From an optimization exercise on the open Yosys and OpenROAD flow, aimed at small area, a short achievable clock period and few clock cycles; shortcuts taken in it are not production practice. Function was checked by simulation only, so behaviour that the tests miss may differ from the original. No activity file was given, so power comes from the tool's default toggle rates.

==> flow/design.v, too long to show whole: its modules and the start of the top module <==
// module weightMem: 24 lines
// module mvuSequencer: 60 lines
// module mvuCore: 2397 lines
// module mvuFa: 10 lines
// module mvuHaN: 9 lines
// module mvuHa: 9 lines
// module resultFifo: 52 lines
// module mvuTop: 63 lines
module mvuTop (
	input  logic                           clk,
	input  logic                           rst,
	input  logic                           wWr,
	input  logic [mvuPkg::FOLD_WIDTH-1:0]  wAddr,
	input  logic [mvuPkg::WTILE_WIDTH-1:0] wData,
	input  logic [mvuPkg::FOLD_WIDTH-1:0]  foldCount,
	input  logic                           aStrobe,
	input  logic [mvuPkg::ATILE_WIDTH-1:0] aData,
	input  logic                           aPad,
	output logic                           outVld,
	output logic [mvuPkg::OUT_WIDTH-1:0]   outData,
	output logic [mvuPkg::LANE_WIDTH-1:0]  outLane,
	output logic                           hold
);
  // ...
==> flow/flow/run.sh <==
#!/bin/bash
# The standard layout, with plain buffers on the ports instead of the
# delay cells buffer_ports picks by default.
set -euo pipefail
export BUFFER_PORTS_ARGS="-buffer_cell sky130_fd_sc_hd__buf_2"
bash standard.sh > standard.log 2>&1
==> flow/standard.sh <==
#!/bin/bash
# synth_recipe.tcl (not shown) runs the flow's synth.tcl, then flattens the netlist and writes it again
# the make line also repeats each setting of config.mk as NAME=value (left out here)
make -C /OpenROAD-flow-scripts/flow DESIGN_CONFIG=/design/flow/config.mk WORK_HOME=/design/flow/orfs CLKGATE_MAP_FILE= SYNTH_SCRIPT=/design/flow/synth_recipe.tcl "${@:-finish}"
==> flow/config.mk <==
export PLATFORM = sky130hd
export DESIGN_NAME = mvuTop
export DESIGN_NICKNAME = mvuTop
export VERILOG_FILES = /design/flow/design.v
export SDC_FILE = /design/flow/constraint.sdc
export NUM_CORES = 4
export LEC_CHECK = 0
export CAP_MARGIN = 20
export CORE_MARGIN = 2
export CORE_UTILIZATION = 40
export CTS_CLUSTER_DIAMETER = 100
export CTS_CLUSTER_SIZE = 24
export SETUP_SLACK_MARGIN = 3.4
export SLEW_MARGIN = 20
export SYNTH_HIERARCHICAL = 1
export SYNTH_MINIMUM_KEEP_SIZE = 0
==> flow/constraint.sdc <==
create_clock -name core_clock -period 6.0 [get_ports {clk}]
set_input_delay 1.2000 -clock core_clock [delete_from_list [all_inputs] [get_ports {clk}]]
set_output_delay 1.2000 -clock core_clock [all_outputs]
set_load 0.01 [all_outputs]
==> impl_metrics.py, run 1 <==
metrics = {
    "synth": {
        "ys_ff_latch": 1722,
        "synthSimpleGateAreaFrac_pct": 6.50,
    },
    "power_and_ir_drop": {
        "p_switching_mw": 8.21,
        "internal-power_mw": 19.9,
        "p_sw_share_pct": 29.2,
        "power_frac_seq_pct": 52.9,
    },
    "placement": {
        "io_buffer_count": 182,
        "dp_hpwl_mm": 106,
    },
    "grt": {
        "grt_usage_pct": 17.9,
        "grt_max_degree": 129,
        "gr-total-overflow": 0,
        "grt_util_met2_pct": 29.8,
    },
    "routing": {
        "m1WireLength_mm": 71.7,
    },
    "min_path": {
        "min_from": "mvuCore_i.r1_516",
        "min_path_cells": 0,
        "min_path_type": "flip-flop to flip-flop",
    },
    "cells_and_area": {
        "mostFrequentLayoutCell": "edfxtp_1",
        "finalInstanceArea_um2": 77200,
        "clock_cell_area_share_pct": 3.17,
        "n_clock_buffer": 142,
        "drive_above_1_share_pct": 13.0,
        "multiInputGateArea_um2": 23500,
        "multi_input_area_share_pct": 30.5,
    },
    "run": {
        "drv_cap": 0,
    },
    "clock_tree": {
        "cts_sinks": 1722,
        "cts_hold_buf": 0,
        "clk_latency_ps": 720,
        "clock_path_buffers": 3,
        "post_cts_resized": 114,
    },
    "setup_path": {
        "r2r_slack_ps": 3390,
        "startpoint_type": "flip-flop",
        "worstSetupEndpointType": "flip-flop",
    },
    "outcome": {
        "status": "no timing/DRC/antenna violations",
    },
    "timing": {
        "hold_viol_final": 0,
    },
    "floorplanning": {
        "coreArea_um2": 176000,
    },
}
Testbench counts, summed over its fixed seeds: cycles 9,915.
==> run 2: changes to the inputs <==
--- a/flow/config.mk
+++ b/flow/config.mk
@@ -11,5 +11,5 @@
 export CTS_CLUSTER_DIAMETER = 100
 export CTS_CLUSTER_SIZE = 24
-export SETUP_SLACK_MARGIN = 3.4
+export SETUP_SLACK_MARGIN = 3.6
 export SLEW_MARGIN = 20
 export SYNTH_HIERARCHICAL = 1
==> run 2 against run 1 <==
- clock power increased by 3.1%
- worst hold slack got worse by 1.3 ps
- worst setup slack got worse by 37 ps
- routed wire length increased by 5.9%
- clock skew increased by 19 ps
- global-route usage increased by 0.62 points
- final cell count increased by 0.61%
- die area unchanged
- register-to-register slack got worse by 40 ps
- fmax decreased by 1.4%
==> impl_metrics.py, run 2 <==
metrics = {
    "outcome": {
        "status": "no timing/DRC/antenna violations",
    },
    "power_and_ir_drop": {
        "vdd_ir_drop_max_v": 0.000311,
        "internal-power_mw": 20.3,
        "p_switching_mw": 8.68,
        "p_clk_share_pct": 22.6,
        "power_frac_seq_pct": 51.4,
        "pwr-share-comb_pct": 25.9,
        "power_density_nw_per_um2": 371,
        "p_sw_share_pct": 29.9,
        "leakagePower_nw": 25.3,
    },
    "grt": {
        "gr-total-overflow": 0,
        "grt_max_degree": 129,
        "grt_usage_pct": 18.5,
        "grt_pass1_vias": 38300,
        "antenna_found_initial": 33,
        "grt_pass1_wl_mm": 251,
    },
    "setup_path": {
        "startpoint_type": "flip-flop",
        "critPathKind": "flip-flop to flip-flop",
        "worstSetupEndpointType": "flip-flop",
        "max_stage_delay_ps": 400,
        "cp.arrival_ps": 3180,
        "cpMaxStageDelayCell": "a311oi_4",
        "cp.required_ps": 6540,
        "path_max_fanout": 6,
        "crit_chain": "or2_4 -> fa_2 -> a21o_1 -> a221oi_4 -> o21ai_2 -> a311oi_4 -> xnor2_4 -> buf_12 -> a31oi_4",
    },
    "synth": {
        "synth_top_area_share_pct": 48.9,
        "ys_ff_latch": 1722,
        "ys.flop_type": "edfxtp_1",
        "synth_nets": 5149,
        "syn_inst": 4366,
        "synth_cell_types": 64,
        "synthArstFlopShare_pct": 0,
        "synth.area.top_cells": "edfxtp_1 49%, dfxtp_1 16%, fa_1 15%",
        "yosys.area.top_type": "edfxtp_1",
        "ys_seq_area_share_pct": 65.0,
        "yosys_warnings": 11,
        "synth_area_per_cell_um2": 16.2,
        "yosys.cell_count.top_type": "edfxtp_1",
        "netlist_area_um2": 70800,
        "synth_commonest_cells": "1,152 x edfxtp_1, 570 x dfxtp_1, 531 x a22oi_1",
        "synth_edf_count": 1152,
    },
    "routing": {
        "drtAntennaViolNets": 0,
        "drt-vias-per-instance": 5.31,
        "drtIter0Drc": 3255,
        "wl_per_cell_um": 24.5,
        "vias": 37000,
        "drt_pass1_iterations": 5,
        "drc_errors": 0,
        "wirelength_mm": 171,
    },
    "placement": {
        "preCtsSetupSlack_ps": 2670,
        "dp_hpwl_mm": 106,
        "gp_congestion": 0.869,
        "io_buffer_count": 182,
    },
    "floorplanning": {
        "die-area_um2": 180000,
        "die_w_um": 425,
        "start_util_pct": 40.2,
        "ios": 183,
        "row_count": 154,
        "die_y_um": 425,
        "coreArea_um2": 176000,
    },
    "min_path": {
        "min_path_type": "flip-flop to flip-flop",
    },
    "clock_tree": {
        "path_clk_slew_ps": 100,
        "cts_tree": "built",
        "cts_buffers": 84,
        "cts_sinks": 1722,
        "cts_max_level": 3,
        "clock_path_buffers": 3,
        "cts-root-buf": "clkbuf_16",
        "clk_latency_ps": 740,
    },
    "timing": {
        "relSlewSlack_pct": 17.2,
        "rsz0062_at_grt": "yes",
        "setup_viol": 0,
        "post-route-min-period_ps": 2650,
        "hold_viol_final": 0,
        "fmax_mhz": 378,
        "final.setup_skew_ps": 46.2,
        "slew_violations": 0,
        "setup_ws_ps": 3350,
        "holdWs_ps": 331,
        "final.setup.tns_ps": 0,
        "min_period_over_period_pct": 44.1,
        "tightest_slew_ps": 1240,
    },
    "cells_and_area": {
        "drive_above_1_share_pct": 15.4,
        "area_growth_pct": 10.5,
        "final_cell_mix": "1,152 x edfxtp_1, 529 x a22oi_1, 497 x fa_1",
        "largest_reg_flops": 1024,
        "regArea_um2": 46200,
        "fillers": 15300,
        "top_regs": "weightMem_i.mem: 1024 flops, resultFifo_i.mem: 128 flops, weightMem_i.rdData: 128 flops",
        "mostFrequentLayoutCell": "edfxtp_1",
        "regMostFlops": "weightMem_i.mem",
        "num-nets-final": 5347,
        "multiInputGateArea_um2": 23700,
    },
    "run": {
        "drv_cap": 0,
    },
}
==> run 2: cell count changes in the layout (fill, tap and decap cells not counted), sizes merged, moves of 4 or more <==
cell	change
inv	+5
buf	+37
diode	-5
clkbuf	+4
==> run 2: path summary, 6_finish.rpt <==
check,start,slack [ps],end,cells past startpoint
setup reg to reg,mvuCore_i.accS2[1],3350,resultFifo_i.mem[2][18],9
hold reg to reg,mvuCore_i.r1_516,330,mvuCore_i.t1_618,0
hold / removal,mvuCore_i.r1_516,330,mvuCore_i.t1_618,0
setup / recovery,mvuCore_i.accS2[1],3350,resultFifo_i.mem[2][18],9
==> run 2: metrics by stage <==
stage / utilization, % / std cells / area, µm² / power, mW
after global routing: 44.4 / 6973 / 78200 / 30.6
after CTS: 44.0 / 6922 / 77400 / 28.7
final: 44.4 / 6976 / 78200 / 29.0
after global placement: 41.9 / 6745 / 73800 / 20.7
after floorplan: - / 4366 / 71000 / 19.0
after detailed placement: 41.9 / 6745 / 73800 / 20.9
==> run 2: repair_timing <==
action                                  in CTS  in global routing
hold buffers                                 0                  0
cloned                                       0                  1
endpoints found under the setup margin     422                304
setup buffers                               24                 48
pin swaps                                   64                 53
resized for setup                          191                 58
==> run 2: power by group through the flow <==
stage / sequential, mW / clock, mW / combinational [mW]
after detailed placement: 15.2 / 0 / 5.67
after floorplan: 14.9 / 0 / 4.07
after global placement: 15.2 / 0 / 5.53
final: 14.9 / 6.57 / 7.53
after CTS: 14.9 / 6.72 / 7.04
after global routing: 15.0 / 7.13 / 8.39
==> run 2: Yosys stat by module, one instance, submodules excluded, a selection <==
module	copies in the design	cell area, µm²	flops+latches	cells inside
mvuFa	520	20.0	0	1
mvuHaN	28	27.5	0	5
mvuCore	1	12900	370	1346
weightMem	1	39200	1152	1917
resultFifo	1	5680	149	268
mvuSequencer	1	1770	51	171
mvuHa	4	12.5	0	1
==> run 2: layer usage <==
metal	track usage [%]	up-vias	routed length (µm)	share of wire [%]
met3	2.92	251	8800	5.2
li1	-	16300	-	-
met5	0	-	209	0.12
met2	30.9	999	83500	49
met4	3.50	38	4550	2.7
met1	25.7	19400	73800	43
==> run 2: kinds of logic (layout without fill, tap and decap cells) <==
logic type               count (synthesis)  count (layout)  synth area share (%)
flip-flops                            1722            1722                  65.0
AND/OR/NAND/NOR                        918             919                  6.50
AO/OA/AOI/OAI                          692             692                  7.19
adder cells (fa/ha/maj)                612             612                  16.4
buffers and inverters                  320             584                  2.89
XOR/XNOR                                59              59                 0.751
multiplexers                            43              43                  1.26
other                                    0               5                     0
==> run 2: final cells by class <==
class                   instances  share of cell area (%)
clock buffers                 143                    3.11
multi-input cells            2325                    30.4
clock inverters                10                   0.168
flip-flops and latches       1722                    59.1
diodes                          5                  0.0160
repair buffers                289                    2.81
well taps                    2340                    3.75
inverters                     142                   0.682
==> run 2: worst max-delay path: cells and delay by family (launching register included) <==
| kind | cells | cell delay [ps] |
|---|---|---|
| and+or+nand+nor | 1 | 240 |
| xor gates and xnor gates | 1 | 180 |
| DFF | 1 | 330 |
| adders and majority gates | 1 | 340 |
| buffers and inverters | 1 | 170 |
| AOI/OAI and AO/OA | 5 | 1200 |
==> run 3: changes to the inputs <==
--- a/flow/config.mk
+++ b/flow/config.mk
@@ -8,8 +8,8 @@
 export CAP_MARGIN = 20
 export CORE_MARGIN = 2
-export CORE_UTILIZATION = 40
+export CORE_UTILIZATION = 60
 export CTS_CLUSTER_DIAMETER = 100
 export CTS_CLUSTER_SIZE = 24
-export SETUP_SLACK_MARGIN = 3.6
+export SETUP_SLACK_MARGIN = 3.4
 export SLEW_MARGIN = 20
 export SYNTH_HIERARCHICAL = 1
==> run 3 against run 2 <==
- largest power group unchanged
- synthesized cell count unchanged
- synthesized area stayed put
- critical path depth is 1 lower
==> impl_metrics.py, run 3 <==
metrics = {
    "grt": {
        "grt_usage_pct": 27.4,
        "grt_pass1_vias": 38500,
        "gr-total-overflow": 0,
        "grt_pass1_wl_mm": 243,
        "grt_max_degree": 109,
        "antenna_found_initial": 26,
    },
    "floorplanning": {
        "coreArea_um2": 117000,
        "die_y_um": 347,
        "row_count": 125,
        "ios": 183,
        "start_util_pct": 60.7,
        "die_w_um": 347,
        "die-area_um2": 121000,
    },
    "clock_tree": {
        "path_clk_slew_ps": 100,
        "cts_sinks": 1722,
        "cts-root-buf": "clkbuf_16",
        "cts_tree": "built",
        "clk_latency_ps": 710,
        "cts_hold_buf": 0,
        "cts_buffers": 82,
        "clock_path_buffers": 3,
        "cts_max_level": 3,
    },
    "routing": {
        "dr_wl_met2_mm": 76.5,
        "drt_pass1_iterations": 5,
        "m1WireLength_mm": 72.6,
        "drc_errors": 0,
        "wl_per_cell_um": 26.7,
        "wirelength_mm": 164,
        "highest_layer": "met5",
        "wl_met3_mm": 10.7,
        "drtAntennaViolNets": 0,
        "drt-vias-per-instance": 6.06,
        "vias": 37100,
        "drtIter0Drc": 3639,
    },
    "power_and_ir_drop": {
        "p_sw_share_pct": 29.7,
        "power_frac_seq_pct": 52.7,
        "p_switching_mw": 8.39,
        "p_clk_share_pct": 22.1,
        "internal-power_mw": 19.9,
        "leakagePower_nw": 25.0,
        "finalPower_mw": 28.3,
        "vdd_ir_drop_max_v": 0.000287,
        "pwr-share-comb_pct": 25.2,
        "power_density_nw_per_um2": 371,
    },
    "setup_path": {
        "max_stage_delay_ps": 400,
        "reg2regPathDepth": 8,
        "cp.required_ps": 6500,
        "cp.arrival_ps": 3240,
        "critPathKind": "flip-flop to flip-flop",
        "cpMaxStageDelayCell": "a311oi_4",
        "rr_endpoint": "resultFifo_i.mem[2][2]",
        "rr_startpoint": "mvuCore_i.accC0[1]",
        "crit_chain": "or2_4 -> fa_2 -> a21o_1 -> a221oi_2 -> o21ai_2 -> a311oi_4 -> xnor2_4 -> a31oi_4",
        "worstSetupEndpointType": "flip-flop",
        "startpoint_type": "flip-flop",
        "path_max_fanout": 8,
        "r2r_slack_ps": 3260,
    },
    "synth": {
        "synth_top_area_share_pct": 48.9,
        "yosys_warnings": 11,
        "synth_area_per_cell_um2": 16.2,
        "synth_nets": 5149,
        "ys_seq_area_share_pct": 65.0,
        "synth_edf_count": 1152,
        "synth_commonest_cells": "1,152 x edfxtp_1, 570 x dfxtp_1, 531 x a22oi_1",
        "synth.area.top_cells": "edfxtp_1 49%, dfxtp_1 16%, fa_1 15%",
        "ys_ff_latch": 1722,
        "yosys.cell_count.top_type": "edfxtp_1",
        "yosys.area.top_type": "edfxtp_1",
        "ys.flop_type": "edfxtp_1",
        "synth_cell_types": 64,
        "synthArstFlopShare_pct": 0,
        "netlist_area_um2": 70800,
        "syn_inst": 4366,
    },
    "timing": {
        "fmax_mhz": 365,
        "tightest_slew_ps": 974,
        "final.setup.tns_ps": 0,
        "min_period_over_period_pct": 45.7,
        "relSlewSlack_pct": 35.0,
        "slew_violations": 0,
        "final.setup_skew_ps": 31.5,
        "post-route-min-period_ps": 2740,
        "hold_viol_final": 0,
        "setup_viol": 0,
        "rsz0062_at_grt": "yes",
    },
    "placement": {
        "io_buffer_count": 182,
        "gp_congestion": 0.847,
        "dp_hpwl_mm": 104,
        "dp_cells": 5940,
    },
    "outcome": {
        "status": "no timing/DRC/antenna violations",
    },
    "cells_and_area": {
        "final_cell_mix": "1,152 x edfxtp_1, 531 x a22oi_1, 523 x dfxtp_1",
        "largest_reg_flops": 1024,
        "regMostFlops": "weightMem_i.mem",
        "area_growth_pct": 7.69,
        "mostFrequentLayoutCell": "edfxtp_1",
        "top_regs": "weightMem_i.mem: 1024 flops, resultFifo_i.mem: 128 flops, weightMem_i.rdData: 128 flops",
        "layout.cells.non_filler": 6122,
        "num-nets-final": 5309,
        "fillers": 8322,
        "drive_above_1_share_pct": 13.1,
    },
    "run": {
        "drv_cap": 0,
    },
    "min_path": {
        "min_to": "mvuCore_i.t1_617",
        "min_from": "mvuCore_i.r1_515",
        "min_path_type": "flip-flop to flip-flop",
        "min_path_cells": 0,
    },
}
[run 3: power groups by stage]
stage / sequential (mW) / clock [mW] / combinational (mW)
after floorplan: 14.9 / 0 / 4.02
after global placement: 15.1 / 0 / 5.38
after detailed placement: 15.2 / 0 / 5.55
after CTS: 14.9 / 6.39 / 6.75
after global routing: 15.0 / 6.77 / 7.95
final: 14.9 / 6.26 / 7.12
[run 3: how the worst max path moves through the flow]
| stage | from | cells past startpoint | to |
|---|---|---|---|
| global route | mvuCore_i.accC0[1] | 8 | resultFifo_i.mem[2][2] |
| global placement | wAddr[2] | 5 | weightMem_i.mem[3][62] |
| finish | mvuCore_i.accC0[1] | 8 | resultFifo_i.mem[2][2] |
| floorplan | wAddr[2] | 2 | weightMem_i.mem[0][0] |
| CTS | mvuCore_i.accS1[1] | 8 | resultFifo_i.mem[3][14] |
| detailed placement | wAddr[2] | 5 | weightMem_i.mem[3][62] |
[run 3: logic make-up (layout without fill, tap and decap cells)]
family | count (synthesis) | in the layout | synth area share [%]
flip-flops | 1722 | 1722 | 65.0
AND/OR/NAND/NOR | 918 | 918 | 6.50
AO/OA/AOI/OAI | 692 | 692 | 7.19
adder cells (fa/ha/maj) | 612 | 612 | 16.4
buffers and inverters | 320 | 545 | 2.89
XOR/XNOR | 59 | 59 | 0.751
multiplexers | 43 | 43 | 1.26
other | 0 | 7 | 0
[run 3: cell type report]
class / count / area (µm²) / area share, %
flip-flops and latches: 1722 / 46100 / 60.5
multi-input cells: 2324 / 23600 / 30.9
clock buffers: 140 / 2290 / 3.01
well taps: 1524 / 1910 / 2.50
repair buffers: 254 / 1680 / 2.20
inverters: 142 / 533 / 0.699
clock inverters: 9 / 108 / 0.141
diodes: 7 / 17.5 / 0.0230
[run 3: Yosys stat by module, one instance, submodules excluded, a selection]
module / cell area, µm² / cells inside / flops+latches / copies in the design
weightMem: 39200 / 1917 / 1152 / 1
mvuCore: 12900 / 1346 / 370 / 1
resultFifo: 5680 / 268 / 149 / 1
mvuSequencer: 1770 / 171 / 51 / 1
mvuHaN: 27.5 / 5 / 0 / 28
mvuFa: 20.0 / 1 / 0 / 520
mvuHa: 12.5 / 1 / 0 / 4
[run 3: worst max-delay path, delay by kind of cell, from the launching register on]
family                   cells  cell delay [ps]
AO/OA/AOI/OAI                5             1360
XOR/XNOR                     1              250
adder cells (fa/ha/maj)      1              340
flip-flops                   1              340
AND/OR/NAND/NOR              1              240
[run 3: routing by layer]
metal / vias to the layer above / global-route usage [%]
met3: 247 / 4.21
met5: - / 0
li1: 16200 / -
met4: 26 / 6.78
met2: 1258 / 42.8
met1: 19300 / 41.1
[run 3: per-stage QoR]
step / cell area [µm²] / setup slack (ps) / hold slack, ps / util, %
floorplan: 70900 / 1100 / 310 / -
global placement: 72800 / 2810 / 312 / 62.5
detailed placement: 72800 / 2820 / 312 / 62.5
CTS: 75900 / 3220 / 333 / 65.2
global route: 76200 / 3160 / 338 / 65.4
finish: 76200 / 3260 / 331 / 65.4
[run 3: timing repair]
| action | 4_1_cts | 5_1_grt |
|---|---|---|
| hold endpoints to repair | 0 | 0 |
| pin swaps | 23 | 27 |
| resized for setup | 112 | 39 |
| endpoints found under the setup margin | 273 | 142 |
| setup buffers | 18 | 8 |

## re-timing with driven ports
Ports are ideal in the flow. The routed layouts listed here were re-timed in OpenROAD. Step 1 (the two cells are an assumption about what drives the block):
set clk [get_ports {clk}]
set_driving_cell -lib_cell sky130_fd_sc_hd__clkbuf_16 $clk
set_driving_cell -lib_cell sky130_fd_sc_hd__buf_2 [delete_from_list [all_inputs] $clk]
Step 2 adds t to the input delays and takes it off the output delays; t is the mean of the earliest and latest rising clock arrival at the registers after step 1. Input paths then give back, and output paths get back, about the clock's delay inside the block. Three values: no drivers, after step 1, after step 2; two values: the first two.
run	t, ns	slack for setup (ns)	worst hold slack (ns)	latest minus earliest clock arrival (ns)	worst data-port slew with drivers (ns)
run 1	0.788	3.389 / 3.389 / 2.771	0.332 / 0.332 / 0.332	0.031 / 0.031	0.15
run 2	0.800	3.352 / 3.352 / 2.959	0.331 / 0.331 / 0.331	0.046 / 0.046	0.15
run 3	0.770	3.257 / 3.257 / 2.844	0.331 / 0.331 / 0.331	0.040 / 0.041	0.14
After both steps every run listed still meets setup and hold. For run 1, which loses most, drivers alone change the setup slack by 0.000 ns; drivers and shift together by -0.618 ns.
